This design comes from an exercise in tuning for small area on the open sky130 flow, not from production work. Function was checked by simulation only, so behaviour that the tests miss may differ from the original. No activity file was given, so power comes from the tool's default toggle rates.

===== flow/run.sh =====
#!/bin/bash
# synth_recipe.tcl (not shown) runs the flow's synth.tcl, then flattens the netlist and writes it again
# the make line also repeats each setting of config.mk as NAME=value (left out here)
make -C /OpenROAD-flow-scripts/flow DESIGN_CONFIG=/design/flow/config.mk WORK_HOME=/design/flow/orfs CLKGATE_MAP_FILE= SYNTH_SCRIPT=/design/flow/synth_recipe.tcl finish

===== flow/config.mk =====
export PLATFORM = sky130hd
export DESIGN_NAME = conv_in_top
export DESIGN_NICKNAME = conv_in_top
export VERILOG_FILES = /design/flow/design.v
export SDC_FILE = /design/flow/constraint.sdc
export NUM_CORES = 4
export LEC_CHECK = 0
export CAP_MARGIN = 20
export CORE_MARGIN = 2
export CORE_UTILIZATION = 40
export SLEW_MARGIN = 20

===== flow/constraint.sdc =====
create_clock -name core_clock -period 5.0 [get_ports {clk}]
set_input_delay 1.0000 -clock core_clock [delete_from_list [all_inputs] [get_ports {clk}]]
set_output_delay 1.0000 -clock core_clock [all_outputs]
set_load 0.01 [all_outputs]

===== flow/design.v =====
`timescale 1ns/1ps
module conv_in_ctrl (
	input  logic                        clk,
	input  logic                        rst_n,
	input  logic                        enable,
	input  logic [1:0]                  cmd,
	output logic [1:0]                  ack,
	output logic [8-1:0] rom_addr,
	output logic [5-1:0]       bank_op,
	output logic [6-1:0]        win_op
);
	localparam int SLOT_W = $clog2(8);
	localparam int ROW_W = $clog2(3);
	localparam int RCNT_W = $clog2(3 + 1);
	localparam int OFF_W = $clog2(3);
	logic [2:0] state;
	logic [2:0] state_d;
	logic [1:0] ack_d;
	logic [5-1:0] bank_op_d;
	logic [5-1:0] fill_op;
	logic [6-1:0] win_op_d;
	logic [6-1:0] step_op;
	logic [SLOT_W-1:0] slot_cnt;
	logic [SLOT_W-1:0] slot_d;
	logic [RCNT_W-1:0] row_cnt;
	logic [RCNT_W-1:0] row_cnt_d;
	logic [OFF_W-1:0] off_cnt;
	logic [OFF_W-1:0] off_d;
	logic [ROW_W-1:0] cur_row;
	logic slot_last;
	logic off_last;
	logic addr_clr;
	assign slot_last = (slot_cnt == SLOT_W'(8 - 1));
	assign off_last = (off_cnt == OFF_W'(3 - 1));
	assign fill_op = {1'b1, (slot_cnt == '0), slot_cnt};
	always_comb begin
		case (state)
			3'd3: cur_row = ROW_W'(1);
			3'd4: cur_row = ROW_W'(2);
			default: cur_row = '0;
		endcase
	end
	assign step_op = {(off_cnt == '0), (off_cnt != '0), 1'b0, 1'b0, cur_row};
	always_comb begin
		state_d = state;
		ack_d = 2'd0;
		bank_op_d = '0;
		win_op_d = '0;
		row_cnt_d = row_cnt;
		addr_clr = 1'b0;
		case (state)
			3'd0: begin
				case (cmd)
					2'd1: begin
						state_d = 3'd1;
						addr_clr = 1'b1;
						bank_op_d = fill_op;
					end
					2'd3: begin
						state_d = 3'd6;
						bank_op_d = fill_op;
					end
					2'd2: begin
						state_d = 3'd2;
						win_op_d = step_op;
					end
					default: ;
				endcase
			end
			3'd1: begin
				if (row_cnt == RCNT_W'(3)) begin
					ack_d = 2'd1;
					state_d = 3'd0;
					row_cnt_d = '0;
				end else begin
					bank_op_d = fill_op;
					if (slot_last) begin
						row_cnt_d = row_cnt + 1'b1;
					end
				end
			end
			3'd6: begin
				if (slot_cnt == '0) begin
					ack_d = 2'd3;
					state_d = 3'd0;
				end else begin
					bank_op_d = fill_op;
				end
			end
			3'd2, 3'd3, 3'd4: begin
				win_op_d = step_op;
				if (off_last) begin
					state_d = state + 3'd1;
				end
			end
			3'd5: begin
				if (off_cnt == '0) begin
					win_op_d[3] = 1'b1;
				end else begin
					win_op_d[2] = 1'b1;
					ack_d = 2'd2;
					state_d = 3'd0;
				end
			end
			default: state_d = 3'd0;
		endcase
	end
	assign slot_d = !bank_op_d[4] ? slot_cnt : (slot_last ? '0 : slot_cnt + 1'b1);
	always_comb begin
		off_d = off_cnt;
		if (win_op_d[2]) begin
			off_d = '0;
		end else if (win_op_d != '0) begin
			off_d = off_last ? '0 : off_cnt + 1'b1;
		end
	end
	always_ff @(posedge clk or negedge rst_n) begin
		if (!rst_n) begin
			state <= 3'd0;
			ack <= 2'd0;
			bank_op <= '0;
			win_op <= '0;
			slot_cnt <= '0;
			row_cnt <= '0;
			off_cnt <= '0;
			rom_addr <= '0;
		end else if (enable) begin
			state <= state_d;
			ack <= ack_d;
			bank_op <= bank_op_d;
			win_op <= win_op_d;
			slot_cnt <= slot_d;
			row_cnt <= row_cnt_d;
			off_cnt <= off_d;
			if (addr_clr) begin
				rom_addr <= '0;
			end else if (bank_op[4]) begin
				rom_addr <= rom_addr + 1'b1;
			end
		end
	end
endmodule
`timescale 1ns/1ps
module row_bank (
	input  logic                       clk,
	input  logic                       rst_n,
	input  logic                       enable,
	input  logic [5-1:0]      bank_op,
	input  logic [32-1:0] pixel_in,
	output logic [(3 * 8 * 32)-1:0]         rows
);
	localparam int PW = 32;
	localparam int RW = 8 * 32;
	logic op_write;
	logic op_roll;
	logic [2:0] op_slot;
	assign op_write = bank_op[4];
	assign op_roll = bank_op[3];
	assign op_slot = bank_op[2:0];
	always_ff @(posedge clk or negedge rst_n) begin
		if (!rst_n) begin
			rows <= '0;
		end else if (enable) begin
			if (op_roll) begin
				for (int i = 0; i < 3 - 1; i++) begin
					rows[i*RW +: RW] <= rows[(i+1)*RW +: RW];
				end
			end
			if (op_write) begin
				rows[(3-1)*RW + op_slot*PW +: PW] <= pixel_in;
			end
		end
	end
endmodule
`timescale 1ns/1ps
module window_shifter (
	input  logic                   clk,
	input  logic                   rst_n,
	input  logic                   enable,
	input  logic [6-1:0]   win_op,
	input  logic [(3 * 8 * 32)-1:0]     rows,
	output logic [(2 + 6 * 32)-1:0]   window
);
	localparam int PW = 32;
	localparam int RW = 8 * 32;
	logic op_load;
	logic op_shift;
	logic op_bias;
	logic op_clear;
	logic [1:0] op_row;
	assign op_load = win_op[5];
	assign op_shift = win_op[4];
	assign op_bias = win_op[3];
	assign op_clear = win_op[2];
	assign op_row = win_op[1:0];
	logic [RW-1:0] pix;
	logic valid_q;
	logic bias_q;
	always_ff @(posedge clk or negedge rst_n) begin
		if (!rst_n) begin
			pix <= '0;
			valid_q <= 1'b0;
			bias_q <= 1'b0;
		end else if (enable) begin
			if (op_clear) begin
				pix <= '0;
				valid_q <= 1'b0;
				bias_q <= 1'b0;
			end else if (op_bias) begin
				pix <= {8{32'h3F800000}};
				valid_q <= 1'b0;
				bias_q <= 1'b1;
			end else if (op_load) begin
				pix <= rows[op_row*RW +: RW];
				valid_q <= 1'b1;
				bias_q <= 1'b0;
			end else if (op_shift) begin
				pix <= {PW'(0), pix[RW-1:PW]};
				valid_q <= 1'b1;
				bias_q <= 1'b0;
			end
		end
	end
	assign window = {valid_q, bias_q, pix[6*PW-1:0]};
endmodule
`timescale 1ns/1ps
module conv_in_top (
	input  logic                        clk,
	input  logic                        rst_n,
	input  logic                        enable,
	input  logic [1:0]                  cmd,
	input  logic [32-1:0]  pixel_in,
	output logic [1:0]                  ack,
	output logic [8-1:0] rom_addr,
	output logic [(2 + 6 * 32)-1:0]        window
);
	logic [5-1:0] bank_op;
	logic [6-1:0] win_op;
	logic [(3 * 8 * 32)-1:0] rows;
	conv_in_ctrl u_ctrl (
		.clk      (clk),
		.rst_n    (rst_n),
		.enable   (enable),
		.cmd      (cmd),
		.ack      (ack),
		.rom_addr (rom_addr),
		.bank_op  (bank_op),
		.win_op   (win_op)
	);
	row_bank u_bank (
		.clk      (clk),
		.rst_n    (rst_n),
		.enable   (enable),
		.bank_op  (bank_op),
		.pixel_in (pixel_in),
		.rows     (rows)
	);
	window_shifter u_win (
		.clk    (clk),
		.rst_n  (rst_n),
		.enable (enable),
		.win_op (win_op),
		.rows   (rows),
		.window (window)
	);
endmodule

==> results of run 1 <==
[final cells by class]
cell class | instances | share of cell area
Clock buffer | 171 | 0.0591
Tap cell | 1650 | 0.0364
Timing Repair Buffer | 384 | 0.0666
Sequential cell | 1057 | 0.466
Clock inverter | 34 | 0.00654
Antenna cell | 4 | 0.000176
Multi-Input combinational cell | 2881 | 0.364
Inverter | 18 | 0.00128
[cell usage after synthesis (all sizes together) (2+ instances only)]
cell type / number / area (um^2)
o21ai: 276 / 1390
o32ai: 4 / 35.0
a31oi: 16 / 131
mux2: 6 / 67.6
a21oi: 297 / 1490
a221o: 320 / 3200
o311ai: 3 / 33.8
buf: 434 / 2650
and4: 2 / 17.5
o2111ai: 2 / 17.5
o2bb2ai: 2 / 17.5
or3: 4 / 30.0
o31ai: 2 / 15.0
inv: 18 / 67.6
or2: 175 / 1090
nand4: 2 / 12.5
o22ai: 33 / 206
a22o: 267 / 2340
a211oi: 51 / 383
ha: 21 / 263
nor2: 204 / 768
and2: 7 / 43.8
nor2b: 5 / 31.3
clkbuf: 231 / 867
dfrtp: 1057 / 26500
nand2b: 8 / 50.1
nor4: 2 / 25.0
a41oi: 6 / 90.1
mux2i: 292 / 2920
nand3: 14 / 70.1
a32o: 275 / 2750
and3: 197 / 1230
nand2: 365 / 1370
nand3b: 3 / 22.5
nor3: 8 / 65.1
[worst max-delay path, delay by kind of cell, from the launching register on]
| kind | cells | cell delay, ps |
|---|---|---|
| buffers and inverters | 3 | 1320 |
| flip-flops | 1 | 810 |
| adder cells (fa/ha/maj) | 2 | 750 |
| AND/OR/NAND/NOR | 3 | 620 |
| AO/OA/AOI/OAI | 1 | 120 |
[sequential cells by signal, summed over array words and instances, names as in the netlist, 2 cells and up, named ones only]
signal	cells
u_ctrl.slot_cnt	3
u_win.pix	256
u_bank.rows	736
u_ctrl.ack	2
u_ctrl.bank_op	5
u_ctrl.state	3
u_ctrl.win_op	6
u_ctrl.row_cnt	2
u_ctrl.rom_addr	8
u_ctrl.off_cnt	2
[power breakdown]
group | total [mW] | leakage (nW) | switching (mW) | internal (mW)
sequential | 13.7 | 14.3 | 2.42 | 11.3
combinational | 12.1 | 9.20 | 6.67 | 5.42
clock | 8.57 | 1.85 | 3.64 | 4.93
[cell families after synthesis]
kind of cell / Yosys count
muxes: 298
DFF: 1057
buffers and inverters: 683
AOI/OAI and AO/OA: 1561
and+or+nand+nor: 1000
xor gates and xnor gates: 1
adders and majority gates: 21
[worst paths after layout]
path                              startpoint          endpoint  cells past startpoint
min reg2reg                             flop              flop                      2
max reg2reg                u_ctrl.bank_op[0]   u_bank.rows[70]                      9
max in group asynchronous              rst_n     u_win.pix[72]                      2
min in group core_clock                 flop              flop                      2
min                                    rst_n  u_ctrl.win_op[2]                      1
max                        u_ctrl.bank_op[0]   u_bank.rows[70]                      9
[routing by layer]
layer	up-vias	GRT usage	wire [um]
li1	16875	-	-
met1	20389	0.382	76300
met2	1672	0.384	75800
met3	219	0.0446	13100
met4	4	0.0791	4010
met5	-	0	25
[through the flow]
stage	util	worst slack, ps	instance area (um^2)	instances	power [mW]
after floorplan	-	2560	50300	4621	21.4
after global placement	0.424	1390	53000	5990	25.5
after detailed placement	0.424	1300	53000	5990	25.8
after CTS	0.453	1250	56800	6195	34.4
after global routing	0.453	1010	56800	6198	36.0
final	0.453	1200	56800	6199	34.3
==> results.cfg, run 1 <==
[run_status]
status = finished clean

[clock_tree]
h-tree-depth = 3
cts_hold_buf = 0
cts-buffers-inserted = 114
post-cts-setup-buffers = 0
cts_root_buf = clkbuf_16
clk_pin_slew_worst_paths_ps = 60
post_cts_resized = 0
cts_tree = yes
clock-sinks = 1057
clock_latency_ps = 740
cts_buffer_depth = 3

[layout]
n_fill_cell = 11499
syn_to_final_growth_pct = 12.8
final_net_count = 4514
seq_area_mm2 = 0.0265
drive_gt1_frac = 0.124
final_common_cell = dfrtp_1
multiInputGateArea_mm2 = 0.0207
final_cell_mix = dfrtp_1 (1,054), nand2_1 (362), a221o_1 (320), a21oi_1 (295), mux2i_1 (292)

[setup_path]
crit_fanout = 96
path_common_cell = buf_4
required_ps = 5650
cpPeakStageDelay_ps = 810
critPathLaunchType = flop
cp_slowest_cell = dfrtp_1
rrSetupSlack_ps = 1200
end_kind = flop
worstPathArrival_ps = 4450
crit_chain = inv_2 > ha_1 > ha_2 > buf_4 > nand2_1 > nor2_4 > buf_4 > and3_1 > a221o_1
crit_type = flop to flop

[route]
drt-initial-drc-count = 4376
num_vias = 39159
wl_per_cell_um = 27.3
via_per_inst = 6.32
dr.pass1.iters = 6
drcViolationCount = 0
wl_um = 169000
ant_nets = 0

[synthesis]
avgSynthCellArea_um2 = 10.9
netlist_area_mm2 = 0.0503
synth-async-reset-ratio = 1.00
synth-seq-cells = 1057
synth_mux_area_frac = 0.0594
synth_cells = 4621
synth_compound_area_frac = 0.242
synth_adder_area_share = 0.00522
synth-simple-area-share = 0.0968
synth_edf_count = 0
ys.flop_type = dfrtp_1
synth_warnings = 3
synth_top_family_by_area = compound AO/OA/AOI/OAI gates
synth_fp_nets = 4679
synth.distinct_cells = 61
synth_seq_area_share = 0.526
yosys.area_share.xor_xnor = 0.000174

[grt]
antenna_found_initial = 5
grt_max_degree = 152
grtUsageTotal = 0.258
grt_pass1_wl_um = 254000
grt_overflow = 0
grt_pass1_vias = 37343

[run]
drv_cap = 0

[sta]
hold_viol_final = 0
layout_min_cycle_time_ps = 3800
rsz0062_at_grt = false
finalSetupViolations = 0
finClkSkew_ps = 23.7
worst_slew_pin_slew_ps = 1110
slew_violations = 0
max_slew_margin = 0.260
fmax_ghz = 0.263
period_share = 0.760
tns_ps = 0
finalHoldWorstSlack_ps = 249

[placed_design]
place_congestion = 0.829
portBuffers = 240
hpwl_um = 102000

[floorplanning]
io-pin-count = 241
num_rows = 130
dieWidth_um = 359
core_mm2 = 0.125
die_h_um = 359
initial_utilization = 0.402
dieArea_mm2 = 0.129

[pwr]
ir_drop_uv = 394
power_density_mw_per_mm2 = 605
leakagePower_nw = 25.3

[hold_path]
min_path_type = primary input to async pin
==> run 2: changes to the inputs <==
==> flow/design.v (replaced) <==
`timescale 1ns/1ps
module conv_in_top (
	input  logic                        clk,
	input  logic                        rst_n,
	input  logic                        enable,
	input  logic [1:0]                  cmd,
	input  logic [32-1:0]  pixel_in,
	output logic [1:0]                  ack,
	output logic [8-1:0] rom_addr,
	output logic [(2 + 6 * 32)-1:0]        window
);
	localparam int PW = 32;
	localparam int NP = 3 * 8;
	localparam logic [1:0] M_IDLE = 2'd0;
	localparam logic [1:0] M_PRE = 2'd1;
	localparam logic [1:0] M_SHIFT = 2'd2;
	localparam logic [1:0] M_LOAD = 2'd3;
	logic [1:0] mode;
	logic [3:0] cnt;
	logic [2:0] row_ok;
	logic bias_q;
	logic [NP*PW-1:0] pix;
	logic idle;
	logic fetch;
	logic rotate;
	logic [2:0] show;
	assign idle = (mode == M_IDLE);
	assign fetch = (mode == M_PRE) || (mode == M_LOAD);
	assign rotate = (mode == M_SHIFT) && (cnt != 4'd0) && (cnt != 4'd9);
	always_ff @(posedge clk or negedge rst_n) begin
		if (!rst_n) begin
			mode <= M_IDLE;
			cnt <= '0;
			row_ok <= '0;
			bias_q <= 1'b0;
			ack <= 2'd0;
			rom_addr <= '0;
		end else if (enable) begin
			ack <= 2'd0;
			bias_q <= 1'b0;
			cnt <= cnt + 4'd1;
			case (mode)
				M_IDLE: begin
					cnt <= '0;
					case (cmd)
						2'd1: begin
							mode <= M_PRE;
							rom_addr <= '0;
							row_ok <= 3'b111;
						end
						2'd3: begin
							mode <= M_LOAD;
							row_ok <= {1'b1, row_ok[2:1]};
						end
						2'd2: mode <= M_SHIFT;
						default: ;
					endcase
				end
				M_PRE: begin
					rom_addr <= rom_addr + 1'b1;
					if (rom_addr == 8'd23) begin
						mode <= M_IDLE;
						ack <= 2'd1;
					end
				end
				M_LOAD: begin
					rom_addr <= rom_addr + 1'b1;
					if (cnt == 4'd7) begin
						mode <= M_IDLE;
						ack <= 2'd3;
					end
				end
				default: begin
					if (cnt == 4'd9) begin
						mode <= M_IDLE;
						ack <= 2'd2;
						bias_q <= 1'b1;
					end
				end
			endcase
		end
	end
	always_ff @(posedge clk) begin
		if (enable) begin
			for (int i = 0; i < NP; i++) begin
				if (i % 8 != 8 - 1) begin
					if (fetch || rotate) pix[i*PW +: PW] <= pix[(i+1)*PW +: PW];
				end else if (fetch) begin
					pix[i*PW +: PW] <= (i == NP - 1) ? pixel_in : pix[(i+1)*PW +: PW];
				end else if (rotate) begin
					pix[i*PW +: PW] <= pix[(i-8+1)*PW +: PW];
				end
			end
		end
	end
	assign show[0] = (mode == M_SHIFT) && (cnt >= 4'd1) && (cnt <= 4'd3) && row_ok[0];
	assign show[1] = (mode == M_SHIFT) && (cnt >= 4'd4) && (cnt <= 4'd6) && row_ok[1];
	assign show[2] = (mode == M_SHIFT) && (cnt >= 4'd7) && (cnt <= 4'd9) && row_ok[2];
	assign window[(2 + 6 * 32)-1] = (mode == M_SHIFT) && (cnt != 4'd0);
	assign window[(2 + 6 * 32)-2] = bias_q;
	for (genvar j = 0; j < 6; j++) begin : g_lane
		assign window[j*PW +: PW] = ({PW{bias_q}} & 32'h3F800000)
			| ({PW{show[0]}} & pix[(0*8 + j)*PW +: PW])
			| ({PW{show[1]}} & pix[(1*8 + (j + 5) % 8)*PW +: PW])
			| ({PW{show[2]}} & pix[(2*8 + (j + 2) % 8)*PW +: PW]);
	end
endmodule
--- a/flow/config.mk
+++ b/flow/config.mk
@@ -9,3 +9,4 @@
 export CORE_MARGIN = 2
-export CORE_UTILIZATION = 40
+export CORE_UTILIZATION = 55
+export CTS_BUF_LIST = sky130_fd_sc_hd__clkbuf_4
 export SLEW_MARGIN = 20
==> results.cfg, run 2 <==
[sta]
hold_viol_final = 0
period_share = 0.933
rsz0062_at_grt = false
slew_violations = 0
worst_slew_pin_slew_ps = 938
layout_min_cycle_time_ps = 4670
finalSetupViolations = 0
finClkSkew_ps = 50.0
fmax_ghz = 0.214
max_slew_margin = 0.375

[layout]
top_regs = pix (768), rom_addr (8), cnt (4)
final_util = 0.663
regMostFlops = pix
final_common_cell = edfxtp_1
final_net_count = 2078
drive_gt1_frac = 0.298
instances_no_fill = 2870
largest_register_ffs = 768
syn_to_final_growth_pct = 19.1
final_cell_mix = edfxtp_1 (768), clkbuf_4 (287), clkdlybuf4s50_1 (240), inv_1 (199), o21ai_2 (100)

[placed_design]
place_congestion = 0.779
placed_cells = 2529
hpwl_um = 34700
portBuffers = 240

[setup_path]
critPathBufInv = 3
critPathLaunchType = flop
cp_slowest_cell = o211ai_4
end_kind = output port
reg2reg_from = mode[0]
cpLargestDelayFamily = buffers and inverters
startpoint = cnt[0]
crit_type = flop to output port
crit_fanout = 17
required_ps = 4000
crit_chain = inv_1 > ha_1 > nor2_1 > nor3b_1 > o211ai_4 > buf_4 > o21ai_0 > clkdlybuf4s50_1
worstPathArrival_ps = 3670
cpPeakStageDelay_ps = 590

[clock_tree]
cts_tree = yes
cts_buffer_depth = 3
h-tree-depth = 4
cts_root_buf = clkbuf_4
clock_latency_ps = 990
clk_pin_slew_worst_paths_ps = 70
cts-buffers-inserted = 194
clock-sinks = 788

[run_status]
status = finished clean

[floorplanning]
dieWidth_um = 238
num_rows = 85
io-pin-count = 241
core_mm2 = 0.0539
dieArea_mm2 = 0.0565
die_h_um = 238
initial_utilization = 0.557

[synthesis]
synth_commonest_cells = edfxtp_1 (768), inv_1 (200), o21ai_2 (100)
synth_warnings = 1
synth_edf_count = 768
synth.most_common_cell = edfxtp_1
avgSynthCellArea_um2 = 18.2
ys.flop_type = edfxtp_1
synth-async-reset-ratio = 0.0254
synth_cells = 1649
synth.top_cell.area_share = 0.768
synth_seq_area_share = 0.785
synth_top_area_cell = edfxtp_1
netlist_top_cells_area = edfxtp_1 (77%), mux2_2 (3.6%), a22oi_2 (2.9%)
netlist_area_mm2 = 0.0300
synth_fp_nets = 1694
synth-seq-cells = 788
synth.distinct_cells = 51

[pwr]
leakagePower_nw = 12.8
ir_drop_uv = 295
power_density_mw_per_mm2 = 496

[grt]
grt_pass1_wl_um = 90400
antenna_found_initial = 3
grt_overflow = 0
grt_pass1_vias = 15999
grt_max_degree = 136
grtUsageTotal = 0.211

[hold_path]
min-delay-start = pix[413]
min_path_type = flop to flop

[route]
ant_nets = 0
via_per_inst = 5.47
drcViolationCount = 0
num_vias = 15711
wl_um = 58900
dr.pass1.iters = 5
drt-initial-drc-count = 1210
wl_per_cell_um = 20.5

[run]
drv_cap = 0
-- run 2: cell count changes after synthesis, sizes merged, moves of 174 or more --
cell	before	now
dfrtp	1057	20
edfxtp	0	768
buf	434	73
nand2	365	12
a221o	320	0
a21oi	297	8
mux2i	292	3
a32o	275	1
a22o	267	3
clkbuf	231	12
nor2	204	8
and3	197	3
inv	18	201
or2	175	1
-- run 2: power by group --
group	total (mW)	switching (mW)	internal, mW
combinational	2.28	1.34	0.934
clock	5.46	2.49	2.97
sequential	9.99	0.768	9.22
total	17.7	4.60	13.1
-- run 2: metrics by stage --
step / hold WS [ps] / setup slack [ps] / setup TNS (ps) / total power, mW / area [um^2]
floorplan: 400 / -9120 / -7001380 / 11.8 / 30100
global placement: 400 / 1120 / 0 / 12.3 / 33200
detailed placement: 405 / 1060 / 0 / 12.4 / 33200
CTS: 407 / 85.4 / 0 / 18.0 / 35700
global route: 397 / 1.32 / 0 / 18.6 / 35700
finish: 401 / 335 / 0 / 17.7 / 35800
-- run 2: kinds of logic (layout without fill, tap and decap cells) --
| logic type | Yosys count | in the layout | share of synthesized area |
|---|---|---|---|
| buffers and inverters | 286 | 807 | 0.0457 |
| adders and majority gates | 8 | 8 | 0.00333 |
| other | 0 | 4 | 0 |
| and+or+nand+nor | 44 | 44 | 0.00838 |
| DFF | 788 | 788 | 0.785 |
| AOI/OAI and AO/OA | 424 | 424 | 0.121 |
| muxes | 99 | 99 | 0.0370 |
-- run 2: final timing paths --
path	endpoint	slack [ps]	cells after the start
setup / recovery	window[25]	330	8
hold / removal	pix[381]	400	0
setup reg to reg	pix[199]	1820	5
hold reg to reg	pix[381]	400	0
max in group asynchronous	mode[0]	3770	1
min in group asynchronous	rom_addr[2]	550	1
-- run 2: layout make-up --
type,count,area [um^2]
diodes,4,10.0
clock inverters,46,379
flip-flops and latches,788,23600
well taps,696,871
clock buffers,287,2150
multi-input cells,575,5120
fillers,3865,18200
inverters,201,759
repair buffers,273,2890
-- run 2: routing by layer --
layer / track usage / routed length [um] / up-vias
li1: - / - / 7261
met1: 0.314 / 28200 / 8002
met2: 0.300 / 26800 / 383
met3: 0.0622 / 3090 / 63
met4: 0.0705 / 768 / 2
met5: 0 / 8 / -
-- run 2: what timing repair did --
action,4_1_cts,5_1_grt
setup buffers,4,0
endpoints found under the hold margin,0,0
endpoints found under the setup margin,8,1
gates resized for setup,0,1
hold buffers,0,0
-- run 2: worst register-to-register path: cells and delay by family (launching register included) --
| family | cells | cell delay [ps] |
|---|---|---|
| AOI/OAI and AO/OA | 1 | 340 |
| buffers and inverters | 4 | 1830 |
| DFF | 1 | 440 |
==> run 3: changes to the inputs <==
--- a/flow/config.mk
+++ b/flow/config.mk
@@ -7,6 +7,7 @@
 export LEC_CHECK = 0
+export ABC_AREA = 1
 export CAP_MARGIN = 20
 export CORE_MARGIN = 2
-export CORE_UTILIZATION = 55
-export CTS_BUF_LIST = sky130_fd_sc_hd__clkbuf_4
+export CORE_UTILIZATION = 60
+export CTS_BUF_LIST = sky130_fd_sc_hd__clkbuf_8
 export SLEW_MARGIN = 20
==> results.cfg, run 3 <==
[placed_design]
post-place-ws_ps = 1310
portBuffers = 240
hpwl_um = 37100
place_area_mm2 = 0.0325
place_congestion = 0.828
placed_cells = 2861

[layout]
diodes = 0
syn_to_final_growth_pct = 17.7
drive_gt1_frac = 0.0723
top_regs = pix (768), rom_addr (8), cnt (4)
largest_register_ffs = 768
final_cell_mix = edfxtp_1 (768), nand2_1 (507), nand3_1 (440), clkdlybuf4s50_1 (240), clkbuf_8 (124)
regMostFlops = pix
final_area_mm2 = 0.0346
final_net_count = 2407
instances_no_fill = 3083
final_common_cell = edfxtp_1

[synthesis]
synth-async-reset-ratio = 0.0254
netlist_top_cells_area = edfxtp_1 (78%), nand3_1 (7.5%), nand2_1 (6.5%)
ys.flop_type = edfxtp_1
synth-seq-cells = 788
synth_fp_nets = 2137
synth_compound_area_frac = 0.0143
synth_warnings = 1
synth-simple-area-share = 0.156
synth_commonest_cells = edfxtp_1 (768), nand2_1 (507), nand3_1 (440)
synth_cells = 2092
netlist_area_mm2 = 0.0294
synth_top_area_cell = edfxtp_1
synth_seq_area_share = 0.801
avgSynthCellArea_um2 = 14.1
synth_adder_area_share = 0.00340
synth.most_common_cell = edfxtp_1
synth_edf_count = 768
yosys.area_share.xor_xnor = 0
synth.top_cell.area_share = 0.784
synth_mux_area_frac = 0
synth_top_family_by_area = simple AND/OR/NAND/NOR gates
synth.distinct_cells = 24

[clock_tree]
cts_tree = yes
clock_latency_ps = 710
clock-sinks = 788
cts_hold_buf = 0
cts_buffer_depth = 3
cts-buffers-inserted = 121
clk_pin_slew_worst_paths_ps = 60
post_cts_resized = 0
cts_root_buf = clkbuf_8
h-tree-depth = 3
post-cts-setup-buffers = 0

[pwr]
ir_drop_uv = 578
p_seq_frac = 0.557
combPwrFrac = 0.183
p_clk_frac = 0.261
power_density_mw_per_mm2 = 528
p_sw_mw = 5.51
leakagePower_nw = 12.2
swShare = 0.301
internal-power_mw = 12.8

[sta]
finClkSkew_ps = 30.9
slew_violations = 0
worst_slew_pin_slew_ps = 952
hold_viol_final = 0
finalSetupViolations = 0
rsz0062_at_grt = false
period_share = 0.882
layout_min_cycle_time_ps = 4410
finalHoldWorstSlack_ps = 411
max_slew_margin = 0.365
layout_setup_ws_ps = 589
fmax_ghz = 0.227

[setup_path]
worstPathArrival_ps = 3410
critPathLaunchType = flop
worstRegToRegCells = 4
required_ps = 4000
rrSetupSlack_ps = 2150
reg2reg_from = mode[0]
cp_slowest_cell = and2_4
r2r_end = pix[594]
crit_type = flop to output port
crit_fanout = 52
end_kind = output port
cpPeakStageDelay_ps = 600
crit_chain = inv_1 > ha_1 > nor2_1 > o21ai_2 > and2_4 > buf_12 > nand2_1 > nand3_1 > clkdlybuf4s50_1

[hold_path]
min-delay-start = pix[193]
whs_endpoint = pix[161]
worstHoldPathCells = 0
min_path_type = flop to flop

[grt]
grt_pass1_wl_um = 96400
grtUsageTotal = 0.251
antenna_found_initial = 0
grt_overflow = 0
grt_max_degree = 173
grt_pass1_vias = 17069

[route]
drcViolationCount = 0
ant_nets = 0
num_vias = 17872
drt-initial-drc-count = 1755
via_per_inst = 5.80
dr.pass1.iters = 6
wl_per_cell_um = 20.6
wl_um = 63600

[floorplanning]
core_mm2 = 0.0486
dieArea_mm2 = 0.0508
io-pin-count = 241
num_rows = 81
dieWidth_um = 225
die_h_um = 225
initial_utilization = 0.605

[run_status]
status = finished clean

[run]
drv_cap = 0
## run 3: cell types whose count changed after synthesis, sizes merged, moves of 24 or more
| cell | previous run | this run |
|---|---|---|
| nand2 | 12 | 507 |
| nand3 | 3 | 440 |
| a22oi | 150 | 0 |
| inv | 201 | 60 |
| o21ai | 208 | 74 |
| mux2 | 96 | 0 |
| clkbuf | 12 | 79 |
| nand4 | 2 | 47 |
| a221oi | 42 | 0 |
| buf | 73 | 41 |
| nor2 | 8 | 32 |
## run 3: layer usage
metal  GRT usage  vias to the layer above  part of all wire
li1            -                     8166                 -
met1       0.383                     8898              0.45
met3      0.0600                      108             0.079
met4      0.0812                        2             0.023
met5      0.0108                        -            0.0011
met2       0.359                      698              0.45
## run 3: final cells by class
cell class,count,area (um^2)
tap,622,778
fill,3326,14000
clock buffer,124,1710
timing repair buffer,267,2770
sequential,788,23600
multi-input combinational,1123,5130
clock inverter,98,443
inverter,61,231
## run 3: critical path, delay by kind of cell, from the launching register on
family,cells,cell delay [ps]
flip-flops,1,410
buffers and inverters,3,990
AO/OA/AOI/OAI,1,140
adder cells (fa/ha/maj),1,210
AND/OR/NAND/NOR,4,890
## run 3: logic make-up after synthesis
kind of cell	count (synthesis)
compound gates	83
fa+ha+maj	8
buf+inv	181
flops	788
simple gates	1032
## run 3: power by group through the flow
| stage | Sequential [mW] | Combinational, mW | Clock (mW) |
|---|---|---|---|
| 6_report | 10.2 | 3.34 | 4.76 |
| 5_1_grt | 10.3 | 3.65 | 5.14 |
| 4_1_cts | 10.2 | 3.37 | 4.88 |
| 3_5_place_dp | 10.3 | 3.36 | 0 |
| 3_3_place_gp | 10.2 | 3.32 | 0 |
| 2_1_floorplan | 10.3 | 1.84 | 0 |
## run 3: worst max-delay path by stage
stage / start / slack, ps / end / cells past startpoint
after floorplan: enable / -9050 / pix[0] / 2
after global placement: cnt[0] / 1350 / window[68] / 9
after detailed placement: cnt[0] / 1310 / window[139] / 9
after CTS: cnt[0] / 520 / window[172] / 9
after global routing: cnt[0] / 330 / window[139] / 9
final: cnt[0] / 590 / window[172] / 9
## run 3: metrics by stage
stage / util / setup TNS (ps) / power, mW
floorplan: - / -6952630 / 12.1
global placement: 0.668 / 0 / 13.5
detailed placement: 0.668 / 0 / 13.6
CTS: 0.712 / 0 / 18.4
global route: 0.712 / 0 / 19.1
finish: 0.712 / 0 / 18.3
==> run 4: changes to the inputs <==
--- a/flow/config.mk
+++ b/flow/config.mk
@@ -7,7 +7,5 @@
 export LEC_CHECK = 0
-export ABC_AREA = 1
 export CAP_MARGIN = 20
 export CORE_MARGIN = 2
-export CORE_UTILIZATION = 60
-export CTS_BUF_LIST = sky130_fd_sc_hd__clkbuf_8
+export CORE_UTILIZATION = 40
 export SLEW_MARGIN = 20
==> results.cfg, run 4 <==
[grt]
grt_overflow = 0
grtUsageTotal = 0.153
grt_pass1_vias = 15285
grt_pass1_wl_um = 91300
antenna_found_initial = 0
grt_max_degree = 146

[sta]
finalSetupViolations = 0
fmax_ghz = 0.219
finClkSkew_ps = 18.5
slew_violations = 0
max_slew_margin = 0.340
period_share = 0.912
hold_viol_final = 0
rsz0062_at_grt = false
worst_slew_pin_slew_ps = 989
layout_setup_ws_ps = 439
layout_min_cycle_time_ps = 4560

[floorplanning]
io-pin-count = 241
core_mm2 = 0.0743
initial_utilization = 0.404
die_h_um = 278
num_rows = 100
dieArea_mm2 = 0.0773
dieWidth_um = 278

[layout]
n_fill_cell = 6232
syn_to_final_growth_pct = 20.8
largest_register_ffs = 768
top_regs = pix (768), rom_addr (8), cnt (4)
final_common_cell = edfxtp_1
drive_gt1_frac = 0.231
regMostFlops = pix
final_cell_mix = edfxtp_1 (768), clkdlybuf4s50_1 (240), inv_1 (199), o21ai_2 (100), mux2_2 (96)
final_net_count = 1969
final_area_mm2 = 0.0363

[clock_tree]
cts_root_buf = clkbuf_16
cts_hold_buf = 0
post-cts-setup-buffers = 0
cts_buffer_depth = 3
cts_tree = yes
cts-buffers-inserted = 85
clock_latency_ps = 630
clock-sinks = 788
post_cts_resized = 0
clk_pin_slew_worst_paths_ps = 60
h-tree-depth = 3

[setup_path]
crit_fanout = 20
crit_type = flop to output port
end_kind = output port
path_common_cell = buf_12
worstPathArrival_ps = 3560
crit_chain = nor2b_2 > o2111a_2 > buf_12 > buf_12 > a22oi_1 > o21ai_1 > clkdlybuf4s50_1
cp_slowest_cell = clkdlybuf4s50_1
required_ps = 4000
cpPeakStageDelay_ps = 660
critPathLaunchType = flop

[route]
dr.pass1.iters = 7
drcViolationCount = 0
ant_nets = 0
num_vias = 15196
wl_um = 60100
via_per_inst = 5.13
drt-initial-drc-count = 1577
wl_per_cell_um = 20.3

[synthesis]
synth_cells = 1649
synth_top_area_cell = edfxtp_1
synth.distinct_cells = 51
synth_seq_area_share = 0.785
netlist_area_mm2 = 0.0300
synth.most_common_cell = edfxtp_1
synth_edf_count = 768
synth_commonest_cells = edfxtp_1 (768), inv_1 (200), o21ai_2 (100)
synth_fp_nets = 1694
avgSynthCellArea_um2 = 18.2
synth_warnings = 1
synth-seq-cells = 788
synth-async-reset-ratio = 0.0254
netlist_top_cells_area = edfxtp_1 (77%), mux2_2 (3.6%), a22oi_2 (2.9%)
synth.top_cell.area_share = 0.768
ys.flop_type = edfxtp_1

[placed_design]
portBuffers = 240
post-place-ws_ps = 1010
hpwl_um = 36300
place_area_mm2 = 0.0335
place_congestion = 0.783

[pwr]
leakagePower_nw = 12.6
power_density_mw_per_mm2 = 508
ir_drop_uv = 262

[hold_path]
min_path_type = flop to flop

[run]
drv_cap = 0

[run_status]
status = finished clean
run 4: area by class of cell:
| cell class | instances | area, um^2 | share of cell area |
|---|---|---|---|
| sequential | 788 | 23600 | 0.650 |
| tap | 969 | 1210 | 0.0334 |
| clock buffer | 104 | 2220 | 0.0612 |
| inverter | 201 | 759 | 0.0209 |
| timing repair buffer | 273 | 2860 | 0.0790 |
| multi-input combinational | 575 | 5120 | 0.141 |
| antenna | 1 | 2.50 | 0.0000690 |
| clock inverter | 53 | 514 | 0.0142 |
run 4: cell families (layout without fill, tap and decap cells):
| logic type | after synthesis | after routing | synth area share |
|---|---|---|---|
| flip-flops | 788 | 788 | 0.785 |
| other | 0 | 1 | 0 |
| adder cells (fa/ha/maj) | 8 | 8 | 0.00333 |
| buffers and inverters | 286 | 631 | 0.0457 |
| multiplexers | 99 | 99 | 0.0370 |
| AND/OR/NAND/NOR | 44 | 44 | 0.00838 |
| AO/OA/AOI/OAI | 424 | 424 | 0.121 |
run 4: worst max-delay path, delay by kind of cell, from the launching register on:
family | cells | cell delay (ps)
DFF | 1 | 610
and+or+nand+nor | 1 | 330
AOI/OAI and AO/OA | 3 | 910
buffers and inverters | 3 | 1070
run 4: power by group:
part	total [mW]	switching, mW	internal, mW
Combinational	2.25	1.33	0.927
Sequential	10.0	0.806	9.23
Clock	6.14	2.55	3.59
run 4: stage by stage:
step | instances | utilization | power, mW | hold WS, ps | setup TNS (ps)
5_1_grt | 2963 | 0.488 | 19.2 | 415 | 0
3_5_place_dp | 2806 | 0.451 | 12.4 | 405 | 0
4_1_cts | 2963 | 0.488 | 18.7 | 414 | 0
6_report | 2964 | 0.488 | 18.4 | 413 | 0
2_1_floorplan | 1649 | - | 11.8 | 400 | -7001380
3_3_place_gp | 2806 | 0.451 | 12.3 | 400 | 0
run 4: worst paths after layout:
kind                           from     endpoint  slack [ps]  cells past startpoint
min reg2reg                pix[378]     pix[346]         410                      0
max reg2reg                  cnt[0]     pix[465]        2220                      7
min                        pix[378]     pix[346]         410                      0
max                         mode[1]  window[118]         440                      7
min in group asynchronous     rst_n  rom_addr[2]         920                      1
max in group asynchronous     rst_n      mode[0]        3390                      1
run 4: routing by layer:
metal	part of all wire	vias to the layer above	global-route usage
met5	0	-	0
met3	0.050	87	0.0301
met2	0.45	359	0.223
met4	0.022	0	0.0480
li1	-	6919	-
met1	0.47	7831	0.230
==> run 5: changes to the inputs <==
==> flow/flow/run.sh (new file) <==
#!/bin/bash
# Standard ORFS layout with two changes: the port buffers are the smallest
# buffer cell, and clock tree synthesis clusters more sinks per buffer and
# adds no dummy loads. The make output goes to flow_make.log here; each ORFS
# step keeps its own log under orfs/logs/.
set -euo pipefail
bash standard.sh \
	"BUFFER_PORTS_ARGS=-buffer_cell sky130_fd_sc_hd__buf_1" \
	"CTS_ARGS=-sink_clustering_enable -repair_clock_nets -dont_use_dummy_load -buf_list sky130_fd_sc_hd__clkbuf_16 -sink_clustering_size 30 -sink_clustering_max_diameter 80" \
	finish > flow_make.log 2>&1
==> flow/standard.sh (new file) <==
#!/bin/bash
# synth_recipe.tcl (not shown) runs the flow's synth.tcl, then flattens the netlist and writes it again
# the make line also repeats each setting of config.mk as NAME=value (left out here)
make -C /OpenROAD-flow-scripts/flow DESIGN_CONFIG=/design/flow/config.mk WORK_HOME=/design/flow/orfs CLKGATE_MAP_FILE= SYNTH_SCRIPT=/design/flow/synth_recipe.tcl "${@:-finish}"
--- a/flow/config.mk
+++ b/flow/config.mk
@@ -7,5 +7,6 @@
 export LEC_CHECK = 0
+export ABC_AREA = 1
 export CAP_MARGIN = 20
 export CORE_MARGIN = 2
-export CORE_UTILIZATION = 40
+export CORE_UTILIZATION = 60
 export SLEW_MARGIN = 20
removed: flow/run.sh
==> results.cfg, run 5 <==
[run_status]
status = finished clean

[floorplanning]
num_rows = 81
io-pin-count = 241
core_mm2 = 0.0486
dieWidth_um = 225
dieArea_mm2 = 0.0508
die_h_um = 225
initial_utilization = 0.605

[route]
drcViolationCount = 0
dr.pass1.iters = 5
ant_nets = 0
via_per_inst = 5.97
wl_per_cell_um = 21.5
wl_um = 62500
num_vias = 17346
drt-initial-drc-count = 1810

[placed_design]
hpwl_um = 38100
portBuffers = 240
post-place-ws_ps = 1320
place_congestion = 0.827
place_area_mm2 = 0.0310
placed_cells = 2868

[synthesis]
synth_mux_area_frac = 0
synth.top_cell.area_share = 0.784
synth_top_family_by_area = simple AND/OR/NAND/NOR gates
synth_compound_area_frac = 0.0143
synth-async-reset-ratio = 0.0254
netlist_top_cells_area = edfxtp_1 (78%), nand3_1 (7.5%), nand2_1 (6.5%)
synth_warnings = 1
synth-simple-area-share = 0.156
ys.flop_type = edfxtp_1
netlist_area_mm2 = 0.0294
synth-seq-cells = 788
synth_cells = 2092
synth.most_common_cell = edfxtp_1
synth.distinct_cells = 24
avgSynthCellArea_um2 = 14.1
synth_top_area_cell = edfxtp_1
synth_seq_area_share = 0.801
yosys.area_share.xor_xnor = 0
synth_commonest_cells = edfxtp_1 (768), nand2_1 (507), nand3_1 (440)
synth_edf_count = 768
synth_adder_area_share = 0.00340
synth_fp_nets = 2137

[sta]
period_share = 0.860
hold_viol_final = 0
layout_setup_ws_ps = 701
slew_violations = 0
finClkSkew_ps = 39.6
max_slew_margin = 0.294
worst_slew_pin_slew_ps = 1060
fmax_ghz = 0.233
layout_min_cycle_time_ps = 4300
finalSetupViolations = 0
rsz0062_at_grt = false

[clock_tree]
post_cts_resized = 0
cts_hold_buf = 0
h-tree-depth = 2
clock-sinks = 788
clock_latency_ps = 590
cts_tree = yes
post-cts-setup-buffers = 0
cts_root_buf = clkbuf_16
cts_buffer_depth = 3
cts-buffers-inserted = 37
clk_pin_slew_worst_paths_ps = 110

[run]
drv_cap = 0

[pwr]
leakagePower_nw = 10.9
ir_drop_uv = 532
p_total_mw = 16.4
power_density_mw_per_mm2 = 512

[layout]
final_cell_mix = edfxtp_1 (768), nand2_1 (507), nand3_1 (440), buf_1 (240), o21ai_0 (73)
top_regs = pix (768), rom_addr (8), cnt (4)
diodes = 0
seq_area_mm2 = 0.0236
instances_no_fill = 2905
multiInputGateArea_mm2 = 0.00513
n_fill_cell = 3607
syn_to_final_growth_pct = 8.64
final_area_mm2 = 0.0320
final_util = 0.657
drive_gt1_frac = 0.0372
final_common_cell = edfxtp_1
largest_register_ffs = 768
regMostFlops = pix
final_net_count = 2330

[setup_path]
critPathLaunchType = flop
crit_type = flop to output port
cp_slowest_cell = dfrtp_4
crit_chain = nor2_4 > nand2_1 > nor2_4 > buf_4 > nand3_1 > nand3_1 > buf_1
critPathBufInv = 2
worstPathArrival_ps = 3300
cpLargestDelayFamily = simple AND/OR/NAND/NOR gates
cpPeakStageDelay_ps = 720
required_ps = 4000
crit_fanout = 42
end_kind = output port

[grt]
antenna_found_initial = 0
grt_overflow = 0
grt_pass1_vias = 16126
grtUsageTotal = 0.244
grt_pass1_wl_um = 93600
grt_max_degree = 185

[hold_path]
min_path_type = primary input to async pin
==> run 5: changes by cell type in the layout (fill, tap and decap cells not counted), moves of 49 or more <==
cell	before	now
a22oi_1	80	0
o21ai_1	81	0
mux2_2	96	0
a22oi_2	70	0
nand3_1	3	440
clkbuf_16	86	37
buf_1	0	240
inv_1	199	56
o21ai_2	100	1
clkdlybuf4s50_1	240	0
nand2_1	12	507
==> run 5: cell families (layout without fill, tap and decap cells) <==
kind of cell / after synthesis / count (layout)
buf+inv: 181 / 372
flops: 788 / 788
simple gates: 1032 / 1032
compound gates: 83 / 83
fa+ha+maj: 8 / 8
==> run 5: routing by layer <==
metal  global-route usage  part of all wire  vias to the layer above
li1                     -                 -                     7919
met1                0.382              0.45                     8782
met2                0.356              0.45                      570
met3               0.0415             0.070                       75
met4               0.0699             0.024                        0
met5                    0                 0                        -
==> run 5: power by group <==
| group | total [mW] | leakage (nW) | internal [mW] | switching (mW) |
|---|---|---|---|---|
| combinational | 2.94 | 3.03 | 0.582 | 2.36 |
| sequential | 10.2 | 7.37 | 9.45 | 0.761 |
| clock | 3.21 | 0.456 | 1.33 | 1.87 |
| total | 16.4 | 10.9 | 11.4 | 4.99 |
==> run 5: layout make-up <==
type / instances / share of cell area
flip-flops and latches: 788 / 0.737
inverters: 61 / 0.00724
well taps: 622 / 0.0243
clock buffers: 37 / 0.0290
repair buffers: 274 / 0.0416
multi-input cells: 1123 / 0.161
==> run 5: final timing paths <==
kind	start	to	slack, ps	depth (start not counted)
max in group asynchronous	rst_n	mode[0]	4410	2
min in group core_clock	pix[386]	pix[354]	390	0
max reg2reg	mode[0]	pix[562]	1910	7
max	mode[0]	window[118]	700	7
min	rst_n	rom_addr[1]	350	2
min reg2reg	pix[386]	pix[354]	390	0
==> run 5: through the flow <==
step | TNS [ps] | hold slack, ps
final | 0 | 349
after global routing | 0 | 370
after CTS | 0 | 332
after detailed placement | 0 | 405
after global placement | 0 | 400
after floorplan | -6952630 | 400
==> run 6: changes to the inputs <==
--- a/flow/flow/run.sh
+++ b/flow/flow/run.sh
@@ -8,3 +8,3 @@
 	"BUFFER_PORTS_ARGS=-buffer_cell sky130_fd_sc_hd__buf_1" \
-	"CTS_ARGS=-sink_clustering_enable -repair_clock_nets -dont_use_dummy_load -buf_list sky130_fd_sc_hd__clkbuf_16 -sink_clustering_size 30 -sink_clustering_max_diameter 80" \
+	"CTS_ARGS=-sink_clustering_enable -repair_clock_nets -dont_use_dummy_load -buf_list sky130_fd_sc_hd__clkbuf_8 -sink_clustering_size 20 -sink_clustering_max_diameter 60" \
 	finish > flow_make.log 2>&1
==> results.cfg, run 6 <==
[floorplanning]
dieArea_mm2 = 0.0508
num_rows = 81
initial_utilization = 0.605
dieWidth_um = 225
io-pin-count = 241
core_mm2 = 0.0486
die_h_um = 225

[grt]
grt_max_degree = 185
grtUsageTotal = 0.244
antenna_found_initial = 0
grt_pass1_vias = 16149
grtUsageMet2 = 0.352
grtUsageMet1 = 0.383
gr-max-usage-layer = met1
grt_overflow = 0
grt_pass1_wl_um = 93700
use_met3 = 0.0519

[layout]
drive_gt1_frac = 0.0427
final_common_cell = edfxtp_1
final_util = 0.652
regMostFlops = pix
largest_register_ffs = 768
final_cell_mix = edfxtp_1 (768), nand2_1 (507), nand3_1 (440), buf_1 (240), o21ai_0 (73)
syn_to_final_growth_pct = 7.84
top_regs = pix (768), rom_addr (8), cnt (4)
final_net_count = 2343
n_fill_cell = 3647

[sta]
rsz0062_at_grt = false
finalSetupViolations = 0
hold_viol_final = 0
slew_violations = 0
layout_min_cycle_time_ps = 4320
worst_slew_pin_slew_ps = 1060
max_slew_margin = 0.293
finClkSkew_ps = 60.7
period_share = 0.864
fmax_ghz = 0.232

[synthesis]
synth.top_cell.area_share = 0.784
synth_cells = 2092
ys.flop_type = edfxtp_1
synth_edf_count = 768
netlist_top_cells_area = edfxtp_1 (78%), nand3_1 (7.5%), nand2_1 (6.5%)
synth.most_common_cell = edfxtp_1
synth_top_area_cell = edfxtp_1
synth_commonest_cells = edfxtp_1 (768), nand2_1 (507), nand3_1 (440)
synth_warnings = 1
synth-seq-cells = 788
synth_seq_area_share = 0.801
avgSynthCellArea_um2 = 14.1
synth.distinct_cells = 24
synth-async-reset-ratio = 0.0254
netlist_area_mm2 = 0.0294
synth_fp_nets = 2137

[setup_path]
worstPathArrival_ps = 3320
worstRegToRegCells = 7
crit_fanout = 42
critPathLaunchType = flop
startpoint = mode[0]
crit_type = flop to output port
end_kind = output port
r2r_end = pix[338]
crit_chain = nor2_4 > nand2_1 > nor2_4 > buf_4 > nand3_1 > nand3_1 > buf_1
required_ps = 4000
reg2reg_from = mode[0]
cpPeakStageDelay_ps = 710
cp_slowest_cell = dfrtp_4
rrSetupSlack_ps = 1990

[pwr]
leakagePower_nw = 10.8
ir_drop_uv = 548
power_density_mw_per_mm2 = 501
p_total_mw = 15.9

[clock_tree]
cts-buffers-inserted = 50
cts_buffer_depth = 3
clk_pin_slew_worst_paths_ps = 110
cts_hold_buf = 0
clock-sinks = 788
post_cts_resized = 0
post-cts-setup-buffers = 0
h-tree-depth = 2
cts_tree = yes
cts_root_buf = clkbuf_8
clock_latency_ps = 680

[run_status]
status = finished clean

[run]
drv_cap = 0

[hold_path]
min_path_type = primary input to async pin

[route]
drt-initial-drc-count = 1811
ant_nets = 0
drcViolationCount = 0
wl_um = 62600
dr.pass1.iters = 6
wl_per_cell_um = 21.4
num_vias = 17285
via_per_inst = 5.92

[placed_design]
place_congestion = 0.827
portBuffers = 240
hpwl_um = 38100
[run 6: cells by family after synthesis]
family,share of synthesized area
and+or+nand+nor,0.156
DFF,0.801
buffers and inverters,0.0257
AOI/OAI and AO/OA,0.0143
adders and majority gates,0.00340
[run 6: layout make-up]
cell class                      count  area, um^2  share of cell area
Tap cell                          622         778              0.0245
Sequential cell                   788       23600               0.743
Multi-Input combinational cell   1123        5130               0.162
Antenna cell                        1        2.50           0.0000789
Inverter                           61         231             0.00730
Timing Repair Buffer              274        1330              0.0420
Clock buffer                       50         688              0.0217
[run 6: worst max path at each step]
stage                  endpoint  slack, ps  depth (start not counted)
floorplan                pix[0]      -9050                          2
global placement    window[118]       1340                          7
detailed placement  window[118]       1320                          7
CTS                 window[118]        610                          7
global route        window[118]        450                          7
finish              window[118]        680                          7
[run 6: through the flow]
stage | std cells | TNS [ps] | hold WS, ps | setup WS [ps] | cell area, um^2
3_5_place_dp | 2868 | 0 | 405 | 1320 | 31000
2_1_floorplan | 2092 | -6952630 | 400 | -9050 | 29400
6_report | 2919 | 0 | 291 | 681 | 31700
3_3_place_gp | 2868 | 0 | 400 | 1340 | 31000
4_1_cts | 2918 | 0 | 239 | 610 | 31700
5_1_grt | 2918 | 0 | 274 | 451 | 31700
[run 6: where the power goes]
group,total [mW],switching (mW),internal (mW)
logic,2.94,2.36,0.582
clock network,2.74,1.84,0.901
registers,10.2,0.760,9.45
[run 6: worst max-delay path, delay by kind of cell (launching register included)]
family,cells,cell delay [ps]
DFF,1,710
and+or+nand+nor,5,1360
buffers and inverters,2,590
[run 6: per-layer routing]
metal  vias to the layer above  part of all wire
met2                       565              0.45
met4                         0             0.022
li1                       7936                 -
met3                        73             0.075
met5                         -                 0
met1                      8711              0.46
==> run 7: changes to the inputs <==
==> flow/flow/run.sh (replaced) <==
#!/bin/bash
# Standard ORFS layout with three changes: ABC maps for area only, the port
# buffers are the smallest buffer cell, and clock tree synthesis clusters
# more sinks per buffer and adds no dummy loads. The make output goes to
# flow_make.log here; each ORFS step keeps its own log under orfs/logs/.
set -euo pipefail
export FLOW_WORK=$PWD
export FLOW_ABC_SCRIPT=$PWD/flow/abc_min_area.script
bash standard.sh \
	"SYNTH_SCRIPT=$PWD/flow/synth_min_area.tcl" \
	"BUFFER_PORTS_ARGS=-buffer_cell sky130_fd_sc_hd__buf_1" \
	"CTS_ARGS=-sink_clustering_enable -repair_clock_nets -dont_use_dummy_load -buf_list sky130_fd_sc_hd__clkbuf_8 -sink_clustering_size 16 -sink_clustering_max_diameter 50" \
	finish > flow_make.log 2>&1
==> flow/flow/abc_min_area.script (new file) <==
strash
dch -f
amap
==> flow/flow/synth_min_area.tcl (new file) <==
# The standard synthesis (synth_recipe.tcl in the work folder), except that
# ABC maps the logic with flow/abc_min_area.script, an area-only mapping.
proc abc {args} {
  set i [lsearch -exact $args -script]
  if { $i >= 0 } {
    lset args [expr { $i + 1 }] $::env(FLOW_ABC_SCRIPT)
  }
  yosys abc {*}$args
}
source $::env(FLOW_WORK)/synth_recipe.tcl
--- a/flow/config.mk
+++ b/flow/config.mk
@@ -7,3 +7,2 @@
 export LEC_CHECK = 0
-export ABC_AREA = 1
 export CAP_MARGIN = 20
==> results.cfg, run 7 <==
[run_status]
status = finished clean

[layout]
final_common_cell = edfxtp_1
final_cell_mix = edfxtp_1 (768), buf_1 (239), clkinv_1 (180), a222oi_1 (150), o22a_1 (84)
syn_to_final_growth_pct = 11.4
largest_register_ffs = 768
final_net_count = 1789
n_fill_cell = 3070
regMostFlops = pix
drive_gt1_frac = 0.0695
top_regs = pix (768), rom_addr (8), cnt (4)
final_util = 0.680

[synthesis]
synth_edf_count = 768
avgSynthCellArea_um2 = 20.0
ys.flop_type = edfxtp_1
synth.most_common_cell = edfxtp_1
synth_fp_nets = 1439
netlist_top_cells_area = edfxtp_1 (83%), a222oi_1 (5.4%), o22a_1 (2.6%)
synth.distinct_cells = 30
synth-async-reset-ratio = 0.0254
synth_warnings = 1
synth-seq-cells = 788
synth_commonest_cells = edfxtp_1 (768), clkinv_1 (182), a222oi_1 (150)
netlist_area_mm2 = 0.0278
synth.top_cell.area_share = 0.828
synth_seq_area_share = 0.846
synth_cells = 1394
synth_top_area_cell = edfxtp_1

[grt]
grtUsageMet1 = 0.376
grt_pass1_wl_um = 85400
antenna_found_initial = 0
grtUsageMet2 = 0.345
grt_max_degree = 91
gr-max-usage-layer = met1
grt_overflow = 0
grtUsageTotal = 0.237
use_met3 = 0.0414
grt_pass1_vias = 14371

[pwr]
power_density_mw_per_mm2 = 626
leakagePower_nw = 10.1
p_total_mw = 19.4
ir_drop_uv = 430

[clock_tree]
post-cts-setup-buffers = 0
clock_latency_ps = 690
cts_buffer_depth = 3
cts_hold_buf = 0
h-tree-depth = 2
cts-buffers-inserted = 61
clk_pin_slew_worst_paths_ps = 100
cts_tree = yes
cts_root_buf = clkbuf_8
clock-sinks = 788
post_cts_resized = 0

[setup_path]
crit_fanout = 90
crit_type = flop to output port
cp_slowest_cell = buf_4
required_ps = 4000
path_common_cell = clkinv_1
critPathLaunchType = flop
end_kind = output port
crit_chain = clkinv_1 > nand2_1 > nor2_1 > a2111oi_4 > buf_12 > buf_4 > a222oi_1 > clkinv_1 > buf_1
cpPeakStageDelay_ps = 490
critPathBufInv = 5
cpLargestDelayFamily = buffers and inverters
worstPathArrival_ps = 3450

[route]
drt-initial-drc-count = 2490
num_vias = 14947
wl_per_cell_um = 24.4
wl_um = 57300
drcViolationCount = 0
dr.pass1.iters = 7
via_per_inst = 6.38
ant_nets = 0

[floorplanning]
die_h_um = 219
core_mm2 = 0.0456
initial_utilization = 0.611
dieWidth_um = 219
dieArea_mm2 = 0.0481
num_rows = 78
io-pin-count = 241

[sta]
hold_viol_final = 0
fmax_ghz = 0.225
finClkSkew_ps = 47.6
finalSetupViolations = 0
finalHoldWorstSlack_ps = 271
slew_violations = 0
period_share = 0.890
rsz0062_at_grt = false
layout_min_cycle_time_ps = 4450
max_slew_margin = 0.318
worst_slew_pin_slew_ps = 1020

[placed_design]
portBuffers = 240
place_congestion = 0.792
hpwl_um = 35200

[run]
drv_cap = 0

[hold_path]
min_path_type = primary input to async pin
==> run 7: cell types whose count changed in the layout (fill, tap and decap cells not counted), sizes merged, moves of 46 or more <==
cell and change:
a222oi +150, inv -60, nand4 -46, nand3 -438
o22a +84, clkinv +181, o21ai -70, nand2 -498
==> run 7: cell families after synthesis <==
logic type | after synthesis | share of synthesized area
flops | 788 | 0.846
compound gates | 362 | 0.117
buf+inv | 183 | 0.0248
simple gates | 53 | 0.00805
fa+ha+maj | 8 | 0.00360
==> run 7: final cells by class <==
cell class / instances / area [um^2] / area share
clock buffers: 61 / 840 / 0.0271
diodes: 2 / 5.00 / 0.000161
repair buffers: 288 / 1490 / 0.0480
well taps: 600 / 751 / 0.0242
multi-input cells: 423 / 3660 / 0.118
flip-flops and latches: 788 / 23600 / 0.760
inverters: 182 / 689 / 0.0222
==> run 7: routing by layer <==
metal,wire (um),up-vias,share of wire
met5,0,-,0
met4,1040,0,0.018
met3,4860,72,0.085
met2,26300,679,0.46
met1,25100,7665,0.44
li1,-,6531,-
==> run 7: stage by stage <==
step / setup WS [ps] / setup TNS (ps) / cells / cell area (um^2)
2_1_floorplan: -9830 / -8808230 / 1394 / 27900
3_3_place_gp: 1340 / 0 / 2281 / 30200
3_5_place_dp: 1250 / 0 / 2281 / 30200
4_1_cts: 502 / 0 / 2342 / 31000
5_1_grt: 293 / 0 / 2342 / 31000
6_report: 551 / 0 / 2344 / 31000
==> run 7: worst paths after layout <==
kind                            startpoint    endpoint  slack (ps)  cells past startpoint
worst max register to register     mode[0]     pix[64]        1430                      4
max in group asynchronous            rst_n     mode[0]        4300                      1
worst min-delay path                 rst_n      ack[1]         270                      1
min in group core_clock           pix[196]    pix[164]         370                      0
worst max-delay path                cnt[3]  window[84]         550                      9
worst min register to register    pix[196]    pix[164]         370                      0
==> run 7: report_power, final <==
| group | total [mW] | internal, mW | switching, mW |
|---|---|---|---|
| Combinational | 5.14 | 1.71 | 3.43 |
| Clock | 2.97 | 1.09 | 1.89 |
| Sequential | 11.3 | 10.2 | 1.04 |
==> run 8: changes to the inputs <==
--- a/flow/config.mk
+++ b/flow/config.mk
@@ -9,3 +9,3 @@
 export CORE_MARGIN = 2
-export CORE_UTILIZATION = 60
+export CORE_UTILIZATION = 85
 export SLEW_MARGIN = 20
==> results.cfg, run 8 <==
[clock_tree]
cts_tree = yes
cts_root_buf = clkbuf_8
cts_buffer_depth = 3
cts_hold_buf = 0
clk_pin_slew_worst_paths_ps = 100
h-tree-depth = 2
clock-sinks = 788
cts-buffers-inserted = 56
post-cts-setup-buffers = 0
post_cts_resized = 0
clock_latency_ps = 670

[floorplanning]
io-pin-count = 241
die_h_um = 185
dieArea_mm2 = 0.0342
dieWidth_um = 185
initial_utilization = 0.860
num_rows = 66
core_mm2 = 0.0324

[route]
num_vias = 16469
via_per_inst = 7.64
drt-initial-drc-count = 3755
ant_nets = 0
drcViolationCount = 0
wl_um = 66700
wl_per_cell_um = 30.9
dr.pass1.iters = 11

[setup_path]
end_kind = output port
crit_fanout = 167
setup.worst_path.end = window[126]
reg2reg_from = mode[0]
required_ps = 4000
r2r_end = rom_addr[7]
critPathBufInv = 4
path_common_cell = nor2_4
cpLargestDelayFamily = buffers and inverters
cpPeakStageDelay_ps = 920
rrSetupSlack_ps = 1030
crit_chain = nor2_4 > nor2_4 > clkinv_2 > a2111oi_4 > buf_12 > a222oi_1 > clkinv_1 > buf_1
worstPathArrival_ps = 3900
startpoint = mode[0]
worstRegToRegCells = 9
cp.depth = 8
critPathLaunchType = flop
cp_slowest_cell = dfrtp_4
crit_type = flop to output port

[synthesis]
avgSynthCellArea_um2 = 20.0
synth.distinct_cells = 30
synth_cells = 1394
ys.flop_type = edfxtp_1
synth_edf_count = 768
synth_top_area_cell = edfxtp_1
synth_commonest_cells = edfxtp_1 (768), clkinv_1 (182), a222oi_1 (150)
synth.top_cell.area_share = 0.828
synth-seq-cells = 788
synth_seq_area_share = 0.846
netlist_top_cells_area = edfxtp_1 (83%), a222oi_1 (5.4%), o22a_1 (2.6%)
synth-async-reset-ratio = 0.0254
netlist_area_mm2 = 0.0278
synth_warnings = 1
synth_fp_nets = 1439
synth.most_common_cell = edfxtp_1

[hold_path]
min_path_type = primary input to async pin

[pwr]
p_total_mw = 19.7
ir_drop_uv = 688
power_density_mw_per_mm2 = 646
leakagePower_nw = 9.93

[sta]
rsz0062_at_grt = false
period_share = 0.981
worst_slew_pin_slew_ps = 905
hold_viol_final = 0
finClkSkew_ps = 43.4
max_slew_margin = 0.396
slew_violations = 0
layout_min_cycle_time_ps = 4900
finalSetupViolations = 0
fmax_ghz = 0.204
tns_ps = 0

[layout]
final_common_cell = edfxtp_1
regMostFlops = pix
largest_register_ffs = 768
syn_to_final_growth_pct = 9.32
final_cell_mix = edfxtp_1 (768), buf_1 (239), clkinv_1 (180), a222oi_1 (150), o22a_1 (84)
n_fill_cell = 781
final_net_count = 1760
top_regs = pix (768), rom_addr (8), cnt (4)
final_area_mm2 = 0.0304
drive_gt1_frac = 0.0543

[placed_design]
hpwl_um = 36800
place_congestion = 0.863
place_area_mm2 = 0.0297
portBuffers = 240

[run]
drv_cap = 0

[grt]
grtUsageTotal = 0.391
antenna_found_initial = 2
grt_pass1_vias = 15564
grt_overflow = 0
grt_max_degree = 168
grt_pass1_wl_um = 96500

[run_status]
status = finished clean
run 8: kinds of logic after synthesis:
kind of cell               synth area share
and+or+nand+nor                     0.00805
buffers and inverters                0.0248
DFF                                   0.846
AOI/OAI and AO/OA                     0.117
adders and majority gates           0.00360
run 8: cell type report:
cell class,instances,area [um^2],share of cell area
Sequential cell,788,23600,0.774
Tap cell,442,553,0.0182
Antenna cell,2,5.00,0.000164
Inverter,182,689,0.0227
Multi-Input combinational cell,423,3660,0.120
Timing Repair Buffer,264,1180,0.0389
Clock buffer,56,771,0.0253
run 8: metrics by stage:
step                      cells  hold WS, ps  setup WS (ps)  utilization
after floorplan            1394          400          -9830            -
after global placement     2099          400           1100        0.916
after detailed placement   2099          405            988        0.916
after CTS                  2155          407            185        0.940
after global routing       2156          302           1.58        0.940
final                      2157          286           95.9        0.940
run 8: layer usage:
layer / part of all wire / up-vias / wire [um] / track usage
met5: 0.00018 / - / 12 / 0
met4: 0.036 / 2 / 2380 / 0.134
met3: 0.16 / 246 / 10900 / 0.0832
met2: 0.48 / 1930 / 32300 / 0.622
met1: 0.32 / 7826 / 21000 / 0.559
li1: - / 6465 / - / -
run 8: power by group:
group          switching [mW]  internal [mW]
Combinational            3.59           1.53
Sequential               1.36           10.3
Clock                    1.89           1.00
Total                    6.84           12.8
run 8: worst min-delay path by stage:
| stage | start | to | slack [ps] | cells past startpoint |
|---|---|---|---|---|
| 6_report | rst_n | rom_addr[6] | 290 | 1 |
| 3_5_place_dp | pix[252] | pix[220] | 400 | 0 |
| 5_1_grt | rst_n | rom_addr[6] | 300 | 1 |
| 2_1_floorplan | pix[192] | pix[160] | 400 | 0 |
| 4_1_cts | pix[547] | pix[515] | 410 | 0 |
| 3_3_place_gp | pix[370] | pix[338] | 400 | 0 |

==> port drivers added, routing unchanged <==
The flow's constraints put no driver on any port. The routed layouts listed below were extracted and timed again, unchanged, in two steps. Step 1 (the two cells are an assumption about what drives the block):
set clk [get_ports {clk}]
set_driving_cell -lib_cell sky130_fd_sc_hd__clkbuf_16 $clk
set_driving_cell -lib_cell sky130_fd_sc_hd__buf_2 [delete_from_list [all_inputs] $clk]
Step 2 times the ports against the registers' clock, not the clock port: input delays grow and output delays shrink by t, the midpoint of the rising clock arrivals with the driver on. a / b / c = ideal / step 1 / step 2; a / b = the first two.
run | shift t [ns] | slack for setup (ns) | worst setup path after step 2 | clock arrival spread, ns
run 1 | 0.807 | 1.201 / 1.201 / 1.201 | register to register | 0.027 / 0.027
run 2 | 1.022 | 0.335 / 0.278 / 1.240 | input to register | 0.057 / 0.057
run 3 | 0.758 | 0.589 / 0.532 / 1.289 | register to output | 0.035 / 0.035
run 4 | 0.675 | 0.439 / 0.379 / 1.054 | register to output | 0.023 / 0.022
run 5 | 0.632 | 0.701 / 0.640 / 1.272 | register to output | 0.039 / 0.040
run 6 | 0.705 | 0.681 / 0.627 / 1.332 | register to output | 0.062 / 0.062
run 7 | 0.717 | 0.551 / 0.498 / 1.215 | register to output | 0.059 / 0.060
run 8 | 0.709 | 0.096 / 0.042 / 0.751 | register to output | 0.052 / 0.052
After both steps every run listed still meets setup and hold.
